Background: an optimization exercise with open tools, aiming at small area, a short achievable clock period and few clock cycles per item. Do not read the settings as production practice. Where RTL was checked, it was by simulation tests only, not by an equivalence proof against the original. Power figures rest on the tool's default switching activity, not on a simulated workload.

lane 1:
==> flow/design.v (excerpt) <==
module huff_top
(
  input  logic       clk,
  input  logic       rst,
  input  logic       sym_req,
  input  logic [3:0] sym,
  output logic       sym_ack,
  output logic       table_start,
  output logic       table_valid,
  output logic       table_bit,
  output logic       table_done
);
Size: ~1000 cells after synthesis, about 310 flip-flops.
==> module huff_top, before the edit <==
module huff_top
(
  input  logic       clk,
  input  logic       rst,
  input  logic       sym_req,
  input  logic [3:0] sym,
  output logic       sym_ack,
  output logic       table_start,
  output logic       table_valid,
  output logic       table_bit,
  output logic       table_done
);
  localparam logic [8:0] WMAX = 9'h1FF;         
  localparam logic [1:0] M_INIT = 2'd0;         
  localparam logic [1:0] M_COLL = 2'd1;         
  localparam logic [1:0] M_WAIT = 2'd2;         
  localparam logic [1:0] M_BLD  = 2'd3;         
  logic [1:0] mode;
  logic [3:0] p;                                
  logic       first;                            
  logic       last_p;                           
  logic [3:0] rnd;                              
  logic [7:0] blk;                              
  logic       take;
  logic       wrdy;                             
  logic       fin;                              
  logic       merged;                           
  logic [3:0] symq;                             
  logic       tq;                               
  assign last_p = (p == 4'd9);
  logic       open_in;                          
  logic       absorb;                           
  logic [15:0] full;                            
  assign open_in = (mode == M_COLL) | merged;
  assign absorb  = ~merged;
  assign take    = sym_req & ~sym_ack & open_in & ~full[sym];
  assign merged = (mode == M_BLD) & (rnd != 4'd0);
  logic [8:0] w  [10];                          
  logic [3:0] sm [10];                          
  logic [3:0] n;                                
  logic [3:0] n2;                               
  logic [3:0] sm_n2;
  logic [3:0] smq;                              
  always_comb
  begin
    full = '0;
    for (int i = 0; i < 10; i++)
      full[i] = &sm[i];
  end
  assign n  = last_p ? 4'd0 : p + 4'd1;
  always_comb
  begin
    sm_n2 = '0;
    for (int i = 0; i < 10; i++)
      if (n2 == 4'(i))
        sm_n2 = sm[i];
  end
  logic [8:0] best_w, sec_w, sum_r;
  logic [3:0] best_i, sec_i, a_r, b_r;
  logic [8:0] sumv;
  logic [8:0] xd;                               
  logic       lt_b, lt_s;
  logic       mod_en;                           
  logic [3:0] a_e, b_e;
  assign sumv   = best_w + sec_w;               
  assign xd     = ~(first & merged) ? w[0] :
                  (best_i == 4'd0) ? WMAX : ((sec_i == 4'd0) ? sumv : w[0]);
  assign lt_b   = (w[0] <= best_w);             
  assign lt_s   = (w[0] <= sec_w);
  assign mod_en = merged & ~last_p;
  assign a_e    = first ? best_i : a_r;
  assign b_e    = first ? sec_i : b_r;
  always_ff @(posedge clk)
  begin
    for (int i = 0; i < 8; i++)
      w[i+1] <= w[i+2];
    w[9] <= ((mode == M_INIT) || (mode == M_BLD && rnd == 4'd8)) ? 9'd0 : xd;
    if (mode == M_INIT)
      w[0] <= 9'd0;
    else if (mod_en && n == a_e)
      w[0] <= WMAX;
    else if (mod_en && n == b_e)
      w[0] <= first ? sumv : sum_r;
    else
      w[0] <= w[1] + (absorb ? {5'd0, smq} : 9'd0);
    smq  <= (mode == M_INIT || !absorb) ? 4'd0 : sm_n2;
    for (int i = 0; i < 10; i++)
      sm[i] <= ((absorb && n2 == 4'(i)) ? 4'd0 : sm[i]) + {3'd0, tq && (symq == 4'(i))};
    symq <= sym;
    tq   <= take;
    if (first)
    begin
      best_w <= xd;
      best_i <= p;
      sec_w  <= WMAX;
      sum_r  <= sumv;                           
      a_r    <= best_i;
      b_r    <= sec_i;
    end
    else if (lt_b)
    begin
      best_w <= w[0];
      best_i <= p;
      sec_w  <= best_w;
      sec_i  <= best_i;
    end
    else if (lt_s)
    begin
      sec_w <= w[0];
      sec_i <= p;
    end
  end
  logic [7:0] rec [9];                          
  logic [3:0] q;                                
  logic [3:0] ra, rb;
  assign ra = rec[0][7:4];
  assign rb = rec[0][3:0];
  always_ff @(posedge clk)
  begin
    for (int i = 0; i < 8; i++)
      rec[i] <= rec[i+1];
    rec[8] <= (first && (merged || fin)) ? {best_i, sec_i} : rec[0];
  end
  localparam logic [1:0] E_IDLE = 2'd0;
  localparam logic [1:0] E_SYNC = 2'd1;         
  localparam logic [1:0] E_WALK = 2'd2;         
  localparam logic [1:0] E_EMIT = 2'd3;         
  logic [1:0] est;
  logic [3:0] dig;
  logic [3:0] s;                                
  logic [9:0] code;                             
  logic       last_bit;
  assign last_bit = (code[9:1] == 9'd1);
  always_ff @(posedge clk)
  begin
    case (est)
      E_WALK:
        if (s == ra)
        begin
          code <= {code[8:0], 1'b0};
          s    <= rb;
        end
        else if (s == rb)
          code <= {code[8:0], 1'b1};
      E_EMIT:
      begin
        code <= {1'b0, code[9:1]};
        if (last_bit)
        begin
          dig <= dig + 4'd1;
          s   <= dig + 4'd1;
        end
      end
      default:
        ;
    endcase
    if (fin)
    begin
      dig  <= '0;
      s    <= '0;
      code <= 10'd1;
    end
  end
  always_ff @(posedge clk or negedge rst)
  begin
    if (!rst)
    begin
      mode        <= M_INIT;
      p           <= '0;
      n2          <= 4'd2;
      first       <= 1'b1;
      rnd         <= '0;
      blk         <= '0;
      wrdy        <= 1'b0;
      fin         <= 1'b0;
      sym_ack     <= 1'b0;
      q           <= '0;
      est         <= E_IDLE;
      table_start <= 1'b0;
      table_valid <= 1'b0;
      table_bit   <= 1'b0;
      table_done  <= 1'b0;
    end
    else
    begin
      p       <= n;
      n2      <= (n2 == 4'd9) ? 4'd0 : n2 + 4'd1;
      first   <= last_p;
      sym_ack <= sym_req & (sym_ack | (open_in & ~full[sym]));
      if (tq)
        blk <= blk + 8'd1;
      fin <= 1'b0;
      case (mode)
        M_INIT:
          if (last_p)
            mode <= M_COLL;
        M_COLL:
          if (tq && blk == 8'd255)
            mode <= M_WAIT;
        M_WAIT:
          if (p == 4'd8)
            wrdy <= 1'b1;
          else if (last_p && wrdy)
          begin
            wrdy <= 1'b0;
            mode <= M_BLD;
            rnd  <= '0;
          end
        default:
          if (last_p)
          begin
            rnd <= rnd + 4'd1;
            if (rnd == 4'd8)
            begin
              mode <= M_COLL;
              fin  <= 1'b1;
            end
          end
      endcase
      q <= (fin || q == 4'd8) ? 4'd0 : q + 4'd1;
      table_start <= 1'b0;
      table_valid <= 1'b0;
      table_bit   <= 1'b0;
      table_done  <= 1'b0;
      case (est)
        E_IDLE:
          ;
        E_SYNC:
          if (dig == 4'd10)
          begin
            table_done <= 1'b1;
            est        <= E_IDLE;
          end
          else if (q == 4'd8)
            est <= E_WALK;
        E_WALK:
          if (q == 4'd8)
            est <= E_EMIT;
        default:
        begin
          table_valid <= 1'b1;
          table_bit   <= code[0];
          if (last_bit)
            est <= (q == 4'd8 && dig != 4'd9) ? E_WALK : E_SYNC;
        end
      endcase
      if (fin)
      begin
        table_start <= 1'b1;
        est         <= E_WALK;
      end
    end
  end
endmodule
clock: 5.0 ns
lec_check: 0
cap_margin: 20
core_margin: 2
core_utilization: 40
cts_buf_list: sky130_fd_sc_hd__clkbuf_8
cts_cluster_diameter: 50
cts_cluster_size: 16
place_density: 0.6
setup_slack_margin: 2.7
slew_margin: 20
run.sh (not shown) runs the stock make flow with config.mk's settings and CLKGATE_MAP_FILE= SYNTH_SCRIPT=/design/flow/synth_recipe.tcl, a recipe that flattens the netlist after the stock synthesis.
diff inputs: lane 1 => lane 2
--- a/flow/design.v
+++ b/flow/design.v
@@ -30,24 +30,14 @@
   logic       tq;                               
   assign last_p = (p == 4'd9);
-  logic       open_in;                          
-  logic       absorb;                           
-  logic [15:0] full;                            
-  assign open_in = (mode == M_COLL) | merged;
-  assign absorb  = ~merged;
-  assign take    = sym_req & ~sym_ack & open_in & ~full[sym];
+  assign take   = sym_req & ~sym_ack & (mode == M_COLL);
   assign merged = (mode == M_BLD) & (rnd != 4'd0);
   logic [8:0] w  [10];                          
-  logic [3:0] sm [10];                          
+  logic [2:0] sm [10];                          
   logic [3:0] n;                                
   logic [3:0] n2;                               
-  logic [3:0] sm_n2;
-  logic [3:0] smq;                              
-  always_comb
-  begin
-    full = '0;
-    for (int i = 0; i < 10; i++)
-      full[i] = &sm[i];
-  end
+  logic [2:0] sm_n2;
+  logic [2:0] smq;                              
   assign n  = last_p ? 4'd0 : p + 4'd1;
+  assign n2 = (p == 4'd8) ? 4'd0 : (last_p ? 4'd1 : p + 4'd2);
   always_comb
   begin
@@ -84,8 +74,8 @@
       w[0] <= first ? sumv : sum_r;
     else
-      w[0] <= w[1] + (absorb ? {5'd0, smq} : 9'd0);
-    smq  <= (mode == M_INIT || !absorb) ? 4'd0 : sm_n2;
+      w[0] <= w[1] + {6'd0, smq};
+    smq  <= (mode == M_INIT) ? 3'd0 : sm_n2;
     for (int i = 0; i < 10; i++)
-      sm[i] <= ((absorb && n2 == 4'(i)) ? 4'd0 : sm[i]) + {3'd0, tq && (symq == 4'(i))};
+      sm[i] <= ((n2 == 4'(i)) ? 3'd0 : sm[i]) + {2'd0, tq && (symq == 4'(i))};
     symq <= sym;
     tq   <= take;
@@ -169,5 +159,4 @@
       mode        <= M_INIT;
       p           <= '0;
-      n2          <= 4'd2;
       first       <= 1'b1;
       rnd         <= '0;
@@ -186,7 +175,6 @@
     begin
       p       <= n;
-      n2      <= (n2 == 4'd9) ? 4'd0 : n2 + 4'd1;
       first   <= last_p;
-      sym_ack <= sym_req & (sym_ack | (open_in & ~full[sym]));
+      sym_ack <= sym_req & (sym_ack | (mode == M_COLL));
       if (tq)
         blk <= blk + 8'd1;
### Flow results
- Sink count of the clock tree of lane 2 falls short of that of lane 1 by a few percent.
- Of lane 1 and lane 2, lane 2 shows the lower via count, with lane 1 above it.
- Lane 2: post-synthesis to final-layout area growth lower than lane 1
- Combinational cell fraction of total power (lane 2 over lane 1): increase, 5.0 points
- Looking at post-synthesis instance area, lane 2 sits about 5% below lane 1.
- Summary of lane 2 over lane 1: clock power share -2.6 points; design area shows a reduction of about 7%; clock period minus worst slack now sits lower.
Testbench counts of lane 2, summed over its fixed seeds: cycles 40,543, blocks 64.
Function not checked in lane 1: the RTL went through the layout flow alone.

[re-timing with driven ports]
The flow's constraints put no driver on any port. The routed layouts listed below were extracted and timed again, unchanged, in two steps.
Step 1: set_driving_cell puts a clkbuf_16 on clk and a buf_2 on each other input, an assumption about the parent block.
Step 2 adds t to the input delays and takes it off the output delays; t is the mean of the earliest and latest rising clock arrival at the registers after step 1. Input paths then give back, and output paths get back, about the clock's delay inside the block.
Three values: no drivers, after step 1, after step 2; two values: the first two.
run	t (ns)	setup slack, ns	hold WS [ns]	clock arrival spread, ns
lane 1	0.566	2.553 / 2.553 / 2.244	0.318 / 0.318 / 0.318	0.035 / 0.036
lane 2	0.609	2.730 / 2.730 / 2.730	0.323 / 0.323 / 0.323	0.032 / 0.033
After both steps setup and hold are still met in every run listed. For lane 1, which loses most, drivers alone change the setup slack by 0.000 ns; drivers and shift together by -0.309 ns.
